What follows belongs to an exercise in optimizing a design on an open flow for small area, a short achievable clock period and few clock cycles; a production flow would make more cautious choices. In this exercise RTL edits were held to simulation tests only and were not proved equivalent to the original. Power figures rest on the tool's default switching activity, not on a simulated workload.

==> flow/design.v <==
package slim_pkg;
  localparam int unsigned ListDepth = 32;
  localparam logic [1:0] REQ_INSERT_A = 2'd0;
  localparam logic [1:0] REQ_INSERT_B = 2'd1;
  localparam logic [1:0] REQ_MERGE    = 2'd2;
  localparam logic [1:0] STATUS_INSERTED = 2'd0;
  localparam logic [1:0] STATUS_FULL     = 2'd1;
  localparam logic [1:0] STATUS_MERGED   = 2'd2;
  localparam logic [1:0] STATUS_EMPTY    = 2'd3;
  localparam logic SOURCE_A = 1'b0;
  localparam logic SOURCE_B = 1'b1;
  typedef struct packed {
    logic [1:0]         req_type;
    logic signed [31:0] value;
  } slim_in_t;
  typedef struct packed {
    logic signed [31:0] value_out;
    logic               source;
    logic [1:0]         status;
    logic               last;
  } slim_out_t;
  typedef struct packed {
    logic               ins;
    logic               pop;
    logic signed [31:0] value;
  } slim_cmd_t;
  typedef struct packed {
    logic signed [31:0] data;
    logic               valid;
    logic               gt;
  } slim_link_t;
endpackage
module slim_cmp_leaf (
  input  logic a,
  input  logic nb,     
  output logic ng,     
  output logic l       
);
  assign ng = !(a && nb);
  assign l  = !(a || nb);
endmodule
module slim_cmp_n1 (
  input  logic ng_h, l_h, ng_l, l_l,
  output logic g, nl
);
  assign g  = !(ng_h && (l_h || ng_l));
  assign nl = !(l_h || (ng_h && l_l));
endmodule
module slim_cmp_n2 (
  input  logic g_h, nl_h, g_l, nl_l,
  output logic ng, l
);
  assign ng = !(g_h || (nl_h && g_l));
  assign l  = !(nl_h && (g_h || nl_l));
endmodule
module slim_cell (
  input  logic [31:0] a,
  input  logic [31:0] nb,
  output logic        g,
  output logic        nl
);
  logic [31:0] ng1, l1;
  logic [15:0] g2, nl2;
  logic [7:0]  ng3, l3;
  logic [3:0]  g4, nl4;
  logic [1:0]  ng5, l5;
  for (genvar k = 0; k < 32; k++) begin : g_leaf
    slim_cmp_leaf u (.a(a[k]), .nb(nb[k]), .ng(ng1[k]), .l(l1[k]));
  end
  for (genvar k = 0; k < 16; k++) begin : g_l2
    slim_cmp_n1 u (.ng_h(ng1[2*k+1]), .l_h(l1[2*k+1]), .ng_l(ng1[2*k]), .l_l(l1[2*k]),
                   .g(g2[k]), .nl(nl2[k]));
  end
  for (genvar k = 0; k < 8; k++) begin : g_l3
    slim_cmp_n2 u (.g_h(g2[2*k+1]), .nl_h(nl2[2*k+1]), .g_l(g2[2*k]), .nl_l(nl2[2*k]),
                   .ng(ng3[k]), .l(l3[k]));
  end
  for (genvar k = 0; k < 4; k++) begin : g_l4
    slim_cmp_n1 u (.ng_h(ng3[2*k+1]), .l_h(l3[2*k+1]), .ng_l(ng3[2*k]), .l_l(l3[2*k]),
                   .g(g4[k]), .nl(nl4[k]));
  end
  for (genvar k = 0; k < 2; k++) begin : g_l5
    slim_cmp_n2 u (.g_h(g4[2*k+1]), .nl_h(nl4[2*k+1]), .g_l(g4[2*k]), .nl_l(nl4[2*k]),
                   .ng(ng5[k]), .l(l5[k]));
  end
  slim_cmp_n1 u_top (.ng_h(ng5[1]), .l_h(l5[1]), .ng_l(ng5[0]), .l_l(l5[0]), .g(g), .nl(nl));
endmodule
module sorted_list_insert_merge_unit (
  input  logic                clk,
  input  logic                rst_n,
  input  logic                in_valid,
  output logic                in_ready,
  input  slim_pkg::slim_in_t  in_data,
  output logic                out_valid,
  input  logic                out_ready,
  output slim_pkg::slim_out_t out_data
);
  localparam int unsigned N = 2 * slim_pkg::ListDepth;
  function automatic logic key_gt(input logic [32:0] a, input logic [32:0] b);
    logic [31:0] g1, l1;
    logic [15:0] g2, l2;
    logic [7:0]  g3, l3;
    logic [3:0]  g4, l4;
    logic [1:0]  g5, l5;
    logic        g6, l6;
    g1 = a[32:1] & ~b[32:1];
    l1 = ~a[32:1] & b[32:1];
    for (int k = 0; k < 16; k++) begin
      g2[k] = g1[2*k+1] | (!l1[2*k+1] & g1[2*k]);
      l2[k] = l1[2*k+1] | (!g1[2*k+1] & l1[2*k]);
    end
    for (int k = 0; k < 8; k++) begin
      g3[k] = g2[2*k+1] | (!l2[2*k+1] & g2[2*k]);
      l3[k] = l2[2*k+1] | (!g2[2*k+1] & l2[2*k]);
    end
    for (int k = 0; k < 4; k++) begin
      g4[k] = g3[2*k+1] | (!l3[2*k+1] & g3[2*k]);
      l4[k] = l3[2*k+1] | (!g3[2*k+1] & l3[2*k]);
    end
    for (int k = 0; k < 2; k++) begin
      g5[k] = g4[2*k+1] | (!l4[2*k+1] & g4[2*k]);
      l5[k] = l4[2*k+1] | (!g4[2*k+1] & l4[2*k]);
    end
    g6 = g5[1] | (!l5[1] & g5[0]);
    l6 = l5[1] | (!g5[1] & l5[0]);
    key_gt = g6 | (!l6 & a[0] & !b[0]);
  endfunction
  function automatic logic p_adv_f(input logic pv, input logic [1:0] pt, input logic sv,
                                   input logic empty, input logic last);
    p_adv_f = !pv || (pt == 2'd3) ||
              (!sv && (pt != slim_pkg::REQ_MERGE || empty || last));
  endfunction
  logic [31:0] d_r  [N];
  logic [N-1:0] tg_r;
  logic [5:0]   cnt_a_r, cnt_b_r;
  logic [6:0]   tot_r;
  logic [127:0] mask;
  logic [N-1:0] vld;
  assign mask = {128{1'b1}} << tot_r;
  assign vld  = ~mask[N-1:0];
  logic         p_v_r;
  logic [1:0]   p_t_r;
  logic [31:0]  p_val_r;
  logic [N-1:0] p_u_r;
  logic        o_v_r, s_v_r;
  slim_pkg::slim_out_t o_d_r, s_d_r;
  logic        in_ready_r;
  logic main_free, can_push, p_ins, p_full, ins_en, merge_go, push;
  logic empty, last;
  slim_pkg::slim_out_t push_d;
  assign main_free = !o_v_r || out_ready;
  assign can_push  = !s_v_r;
  assign p_ins     = !p_t_r[1];
  assign p_full    = p_t_r[0] ? cnt_b_r[5] : cnt_a_r[5];
  assign ins_en    = p_v_r && p_ins && !p_full && can_push;
  assign empty     = tot_r == 7'd0;
  assign last      = tot_r == 7'd1;
  assign merge_go  = p_v_r && (p_t_r == slim_pkg::REQ_MERGE) && !empty && can_push;
  assign push      = p_v_r && (p_t_r != 2'd3) && can_push;
  always_comb begin
    push_d.value_out = '0;
    push_d.source    = slim_pkg::SOURCE_A;
    push_d.last      = 1'b1;
    if (p_ins) begin
      push_d.status = p_full ? slim_pkg::STATUS_FULL : slim_pkg::STATUS_INSERTED;
    end else if (!empty) begin
      push_d.value_out = d_r[0];
      push_d.source    = tg_r[0];
      push_d.status    = slim_pkg::STATUS_MERGED;
      push_d.last      = last;
    end else begin
      push_d.status = slim_pkg::STATUS_EMPTY;
    end
  end
  logic [N-1:0] sel_h, sel_p, sel_v, sel_n;
  always_comb begin
    for (int i = 0; i < N; i++) begin
      logic up;
      up = (i == 0) ? 1'b0 : p_u_r[i-1];
      sel_p[i] = ins_en && up;
      sel_v[i] = ins_en && p_u_r[i] && !up;
      sel_n[i] = merge_go;
      sel_h[i] = !(sel_p[i] || sel_v[i] || sel_n[i]);
    end
  end
  logic [32:0] cell_nxt [N];
  always_comb begin
    for (int i = 0; i < N; i++) begin
      logic [32:0] own, prv, nxt;
      own = {d_r[i], tg_r[i]};
      prv = (i == 0) ? 33'd0 : {d_r[i-1], tg_r[i-1]};
      nxt = (i == N - 1) ? 33'd0 : {d_r[i+1], tg_r[i+1]};
      cell_nxt[i] = ({33{sel_h[i]}} & own) | ({33{sel_p[i]}} & prv) |
                    ({33{sel_v[i]}} & {p_val_r, p_t_r[0]}) | ({33{sel_n[i]}} & nxt);
    end
  end
  always_ff @(posedge clk) begin
    for (int i = 0; i < N; i++) begin
      d_r[i]  <= cell_nxt[i][32:1];
      tg_r[i] <= cell_nxt[i][0];
    end
  end
  logic ins_a, ins_b, merge_done;
  assign ins_a      = ins_en && !p_t_r[0];
  assign ins_b      = ins_en && p_t_r[0];
  assign merge_done = merge_go && last;
  always_ff @(posedge clk) begin
    if (!rst_n) begin
      cnt_a_r <= '0;
      cnt_b_r <= '0;
      tot_r   <= '0;
    end else begin
      if (merge_done)  cnt_a_r <= '0;
      else if (ins_a)  cnt_a_r <= cnt_a_r + 6'd1;
      if (merge_done)  cnt_b_r <= '0;
      else if (ins_b)  cnt_b_r <= cnt_b_r + 6'd1;
      if (ins_en)        tot_r <= tot_r + 7'd1;
      else if (merge_go) tot_r <= tot_r - 7'd1;
    end
  end
  logic [32:0] in_key, p_key;
  assign in_key = {~in_data.value[31], in_data.value[30:0], in_data.req_type[0]};
  assign p_key  = {~p_val_r[31], p_val_r[30:0], p_t_r[0]};
  logic [N:0]   uq;       
  logic         u_new;    
  logic [N-1:0] u_nxt;    
  logic [31:0]  in_nkey;
  logic [N:0]   cg, cnl;
  assign in_nkey = ~in_key[32:1];
  for (genvar i = 0; i <= N; i++) begin : g_cmp
    logic [31:0] a;
    if (i < N) begin : g_cell
      assign a = {~d_r[i][31], d_r[i][30:0]};
    end else begin : g_new
      assign a = p_key[32:1];
    end
    slim_cell u_cmp (.a(a), .nb(in_nkey), .g(cg[i]), .nl(cnl[i]));
  end
  always_comb begin
    for (int i = 0; i < N; i++) begin
      uq[i] = !vld[i] || cg[i] || (cnl[i] && tg_r[i] && !in_key[0]);
    end
    uq[N] = 1'b1;
    u_new = cg[N] || (cnl[N] && p_key[0] && !in_key[0]);
    for (int i = 0; i < N; i++) begin
      logic up;
      up = (i == 0) ? 1'b0 : uq[i-1];
      u_nxt[i] = (sel_p[i] & up) | (sel_v[i] & u_new) | (sel_n[i] & uq[i+1]) | (sel_h[i] & uq[i]);
    end
  end
  logic       p_v_nxt, s_v_nxt, empty_nxt, last_nxt;
  logic [1:0] p_t_nxt;
  logic       tot_is0, tot_is1, tot_is2;
  assign tot_is0   = tot_r == 7'd0;
  assign tot_is1   = tot_r == 7'd1;
  assign tot_is2   = tot_r == 7'd2;
  assign empty_nxt = ins_en ? 1'b0    : merge_go ? tot_is1 : tot_is0;
  assign last_nxt  = ins_en ? tot_is0 : merge_go ? tot_is2 : tot_is1;
  assign p_v_nxt   = in_ready_r ? in_valid : p_v_r;
  assign p_t_nxt   = in_ready_r ? in_data.req_type : p_t_r;
  assign s_v_nxt   = !main_free && (s_v_r || push);
  always_ff @(posedge clk) begin
    if (!rst_n) begin
      p_v_r      <= 1'b0;
      in_ready_r <= 1'b1;
    end else begin
      p_v_r      <= p_v_nxt;
      in_ready_r <= p_adv_f(p_v_nxt, p_t_nxt, s_v_nxt, empty_nxt, last_nxt);
    end
  end
  assign in_ready = in_ready_r;
  always_ff @(posedge clk) begin
    if (in_ready_r) begin
      p_t_r   <= in_data.req_type;
      p_val_r <= in_data.value;
      p_u_r   <= u_nxt;
    end
  end
  always_ff @(posedge clk) begin
    if (!rst_n) begin
      o_v_r <= 1'b0;
      s_v_r <= 1'b0;
    end else if (main_free) begin
      o_v_r <= s_v_r || push;
      s_v_r <= 1'b0;
    end else if (push) begin
      s_v_r <= 1'b1;
    end
  end
  always_ff @(posedge clk) begin
    if (!rst_n) begin
      o_d_r <= '0;
    end else if (main_free) begin
      o_d_r <= s_v_r ? s_d_r : push_d;
    end
  end
  always_ff @(posedge clk) begin
    if (!main_free && push) begin
      s_d_r <= push_d;
    end
  end
  assign out_valid = o_v_r;
  assign out_data  = o_d_r;
endmodule
module slim_top (
  input  logic        clk,
  input  logic        rst_n,
  input  logic        in_valid,
  output logic        in_ready,
  input  logic [1:0]  in_req_type,
  input  logic [31:0] in_value,
  output logic        out_valid,
  input  logic        out_ready,
  output logic [31:0] out_value,
  output logic        out_source,
  output logic [1:0]  out_status,
  output logic        out_last
);
  slim_pkg::slim_in_t  in_data;
  slim_pkg::slim_out_t out_data;
  assign in_data.req_type = in_req_type;
  assign in_data.value    = in_value;
  sorted_list_insert_merge_unit u_unit (
    .clk       (clk),
    .rst_n     (rst_n),
    .in_valid  (in_valid),
    .in_ready  (in_ready),
    .in_data   (in_data),
    .out_valid (out_valid),
    .out_ready (out_ready),
    .out_data  (out_data)
  );
  assign out_value  = out_data.value_out;
  assign out_source = out_data.source;
  assign out_status = out_data.status;
  assign out_last   = out_data.last;
endmodule
==> flow/run.sh <==
#!/bin/bash
# synth_recipe.tcl (not shown) runs the flow's synth.tcl, then flattens the netlist and writes it again
# the make line also repeats each setting of config.mk as NAME=value (left out here)
make -C /OpenROAD-flow-scripts/flow DESIGN_CONFIG=/design/flow/config.mk WORK_HOME=/design/flow/orfs CLKGATE_MAP_FILE= SYNTH_SCRIPT=/design/flow/synth_recipe.tcl finish
==> flow/config.mk <==
export PLATFORM = sky130hd
export DESIGN_NAME = slim_top
export DESIGN_NICKNAME = slim_top
export VERILOG_FILES = /design/flow/design.v
export SDC_FILE = /design/flow/constraint.sdc
export NUM_CORES = 4
export LEC_CHECK = 0
export CAP_MARGIN = 20
export CELL_PAD_IN_SITES_DETAIL_PLACEMENT = 2
export CELL_PAD_IN_SITES_GLOBAL_PLACEMENT = 2
export CORE_MARGIN = 2
export CORE_UTILIZATION = 30
export PLACE_DENSITY = 0.4
export SETUP_SLACK_MARGIN = 2.3
export SLEW_MARGIN = 20
export SYNTH_HIERARCHICAL = 1
export SYNTH_MINIMUM_KEEP_SIZE = 0
==> flow/constraint.sdc <==
create_clock -name core_clock -period 5.0 [get_ports {clk}]
set_input_delay 1.0000 -clock core_clock [delete_from_list [all_inputs] [get_ports {clk}]]
set_output_delay 1.0000 -clock core_clock [all_outputs]
set_load 0.01 [all_outputs]
==> impl_metrics.py <==
metrics = {
    "outcome": {
        "status": "complete, no violations",
    },
    "cts": {
        "worstSkewPairLatency_ns": 1.01,
        "cts_tree": "yes",
        "cts_buffers": 322,
        "cts-root-buf": "clkbuf_16",
        "clk_path_buf_depth": 4,
        "path_clk_slew_ns": 0.06,
        "clock-sinks": 2305,
        "htreeDepth": 5,
        "holdBufCountCts": 0,
    },
    "route": {
        "wirelength_um": 1040000,
        "drtIter0Drc": 14500,
        "drcViolationCount": 0,
        "wl_per_cell_um": 34.1,
        "via_count": 187000,
        "dr.pass1.iters": 7,
        "avgViaCountPerCell": 6.14,
        "antenna_left": 0,
    },
    "critical_path": {
        "cp_top_family": "buffers and inverters",
        "critPathBufInv": 9,
        "endpoint_kind": "flip-flop",
        "crit_arrival_ns": 3.93,
        "path_cells": "buf_6, buf_12, clkinvlp_4, buf_12, buf_16, buf_16, nor2_4, o21ai_2, a21oi_2, o21ai_2, o21ai_2, a21oi_2, a31o_4, buf_12, buf_12, buf_8, nand2_2, mux2i_1, a221o_1",
        "cp-start-kind": "input port",
        "slowest_delay_ns": 0.35,
        "cp_slowest_cell": "a221o_1",
        "worstRegToRegCells": 12,
        "ff2ff_setup_slack_ns": 1.84,
        "cp.required_ns": 5.75,
        "crit_cells": 19,
        "cp_max_fo": 7,
        "path_class": "input port to flip-flop",
        "crit_top_cell": "buf_12",
    },
    "pwr": {
        "p_per_area_nw_per_um2": 577,
        "p_switching_mw": 54.0,
        "p_int_mw": 59.7,
        "leakage_nw": 72.1,
        "seq_power_share": 0.379,
        "vdd_drop_max_v": 0.000316,
        "pwr-share-clk": 0.212,
        "swShare": 0.475,
        "combPwrFrac": 0.409,
    },
    "min_path": {
        "worstHoldPathType": "input port to flip-flop",
        "min_path_cells": 1,
    },
    "sta": {
        "finalHoldViolations": 0,
        "fmax_ghz": 0.314,
        "period_needed_ns": 3.19,
        "finalSetupViolCount": 0,
        "relSlewSlack": 0.233,
        "hold-worst-slack_ns": 0.205,
        "rsz0062_at_grt": "true",
        "skew_ns": 0.0438,
        "fin_setup_tns_ns": 0,
        "worstMarginPinSlew_ns": 1.15,
        "post-route-period-util": 0.637,
        "finalMaxSlewViolations": 0,
    },
    "synth": {
        "synthesis.nets": 23100,
        "synth_area_um2": 159000,
        "syn-instance-count": 23000,
        "yosys.area.top_type_share": 0.273,
        "synth_edf_count": 132,
        "synth.largest_area_cell": "dfxtp_1",
        "seq_area_frac_synth": 0.298,
        "synthTopCellsByArea": "dfxtp_1 (27%), nor2_1 (14%), a221o_1 (13%)",
        "yosysMostFrequentCell": "nor2_1",
        "yosysWarnings": 9,
        "synth_seq_cells": 2305,
        "async_reset_ff_frac": 0,
        "ys_types": 70,
        "synth_common_cells": "nor2_1 (5728), nand2_1 (3839), dfxtp_1 (2173), a21oi_2 (2057), a21oi_1 (2033)",
        "ys.flop_type": "dfxtp_1",
        "syn_avg_cell_area_um2": 6.91,
    },
    "grt": {
        "grt_max_degree": 119,
        "grt_pass1_wl_um": 1440000,
        "grt_overflow_total": 0,
        "antenna_found_initial": 79,
        "grt.total_usage": 0.363,
        "grt_pass1_vias": 191000,
    },
    "floorplan": {
        "die_area_um2": 536000,
        "core-area_um2": 528000,
        "rows": 267,
        "io_pins": 76,
        "die_width_um": 732,
        "dieHeight_um": 732,
        "start_util": 0.301,
    },
    "placed_design": {
        "io_buffers": 75,
        "dpl.hpwl_um": 643000,
        "gp_congestion": 0.864,
    },
    "job": {
        "drv_cap": 0,
    },
    "layout": {
        "drive_gt1_frac": 0.228,
        "area_growth_pct": 24.0,
        "layout.nets": 23200,
    },
}
==> power by group through the flow <==
| stage | Sequential [mW] | Clock, mW | Combinational (mW) |
|---|---|---|---|
| detailed placement | 42.4 | 0 | 40.4 |
| CTS | 42.4 | 24.5 | 44.4 |
| floorplan | 34.2 | 0 | 30.4 |
| finish | 43.1 | 24.1 | 46.5 |
| global route | 43.8 | 25.2 | 50.2 |
| global placement | 42.2 | 0 | 38.9 |
==> worst register-to-register path: stages (launching register included) <==
cell	delay, ns
edfxtp_1	0.74
nand2_1	0.14
o21ai_1	0.24
a21oi_2	0.12
o21ai_2	0.27
o21ai_2	0.10
a21oi_2	0.14
a31o_4	0.24
buf_12	0.20
buf_6	0.19
nand2_1	0.06
mux2_2	0.32
o221ai_2	0.20
==> cell type report <==
class                   instances  area [um^2]
flip-flops and latches       2305        47600
inverters                     155          711
multi-input cells           18900       110000
well taps                    6994         8750
diodes                         37         92.6
clock inverters                80          873
repair buffers               1457        19600
fillers                     60800       331000
clock buffers                 502         9610
==> placed cells by master (no fill, tap or decap), types with 20 or more instances in the layout <==
master	netlist	routed
a21oi_4	0	133
nand3b_1	29	29
nor2b_1	50	47
nand3_1	22	20
clkbuf_16	0	369
clkbuf_1	1183	104
and3_1	424	419
o21ai_4	0	96
o21ai_0	93	84
nand2b_1	34	23
or2_2	41	41
buf_4	36	705
o21ai_1	2015	1526
dfxtp_1	2173	2125
and2_1	55	45
buf_6	217	155
bufbuf_16	0	32
diode_2	0	37
dfxtp_4	0	42
nor2_4	4	204
clkinv_2	0	41
a21oi_2	2057	1938
inv_1	155	111
buf_2	188	41
a22oi_1	122	111
buf_16	0	141
nand2_2	0	106
clkinvlp_4	0	41
nand2_1	3839	3708
nor2_1	5728	5335
o21ai_2	0	402
a221o_1	2029	2029
edfxtp_1	132	132
o221ai_1	64	50
buf_12	0	277
a21oi_1	2033	2019
nor2_2	14	211
buf_8	0	43
clkbuf_8	0	67
a221oi_1	48	31
==> layer usage <==
metal  up-vias  global-route usage  wire length (um)
li1      82600                   -                 -
met1     97100               0.440            426000
met2      5169               0.609            485000
met3      1924              0.0462             51300
met4        16               0.226             75500
met5         -                   0               102
==> kinds of logic after synthesis <==
| group | after synthesis | synth area share |
|---|---|---|
| AOI/OAI and AO/OA | 8578 | 0.389 |
| DFF | 2305 | 0.298 |
| buffers and inverters | 1811 | 0.0553 |
| muxes | 23 | 0.00153 |
| xor gates and xnor gates | 10 | 0.000550 |
| adders and majority gates | 12 | 0.000944 |
| and+or+nand+nor | 10300 | 0.254 |
==> flip-flops by register name (all words and copies together) (netlist names) <==
register           flops
u_unit.cnt_b_r         6
u_unit.p_t_r           2
u_unit.p_u_r          64
u_unit.o_v_r           1
u_unit.p_val_r        32
u_unit.d_r          2048
u_unit.cnt_a_r         6
u_unit.p_v_r           1
u_unit.in_ready_r      1
u_unit.tot_r           7
u_unit.tg_r           64
u_unit.s_d_r          36
u_unit.o_d_r          36
u_unit.s_v_r           1
==> repair_timing <==
action,4_1_cts,5_1_grt
setup endpoints to repair,2257,1539
pin swaps,437,299
gates resized for setup,1981,525
setup buffers,436,108
cloned,114,51
==> through the flow <==
step	worst slack, ns	instances	area (um^2)	power, mW	util
final	1.81	30400	197000	114	0.373
after global routing	1.80	30400	197000	119	0.373
after CTS	1.89	30200	193000	111	0.364
after detailed placement	0.197	29100	168000	82.7	0.317
after global placement	0.217	29100	168000	81.1	0.317
after floorplan	0.477	23000	159000	64.7	-
==> Yosys stat by module (local to each module, per instance), a selection <==
module | flip-flops and latches | cells | times used
slim_cmp_n1 | 0 | 2 | 1365
slim_cmp_n2 | 0 | 2 | 650
slim_cmp_leaf | 0 | 2 | 2080
sorted_list_insert_merge_unit | 2305 | 14800 | 1
==> final timing paths <==
| check | startpoint | to |
|---|---|---|
| setup / recovery | in_value[13] | u_unit.p_u_r[57] |
| hold / removal | in_value[11] | u_unit.p_val_r[11] |
| setup reg to reg | u_unit.p_val_r[8] | u_unit.p_u_r[51] |
| hold reg to reg | u_unit.p_t_r[1] | u_unit.s_d_r[2] |
Testbench counts, summed over its fixed seeds: cycles 20,704.

==> re-timing with driven ports <==
The flow's constraints put no driver on any port. The routed layout listed below was extracted and timed again, unchanged, in two steps. Step 1 assumes that a clkbuf_16 drives the clock port and a buf_2 every other input. Step 2 adds t to the input delays and takes it off the output delays; t is the mean of the earliest and latest rising clock arrival at the registers after step 1. Input paths then give back, and output paths get back, about the clock's delay inside the block. Slacks: no drivers / after step 1 / after step 2; pairs: no drivers / after step 1.
shift t [ns]: 1.114
setup WS [ns]: 1.813 / 1.840 / 0.793
latest minus earliest clock arrival (ns): 0.066 / 0.066
slew at the worst register clock pin (ns): 0.07 / 0.07
worst data-port slew with drivers (ns): 0.21
After both steps this run still meets setup and hold. For this run, drivers alone change the setup slack by +0.027 ns; drivers and shift together by -1.020 ns.
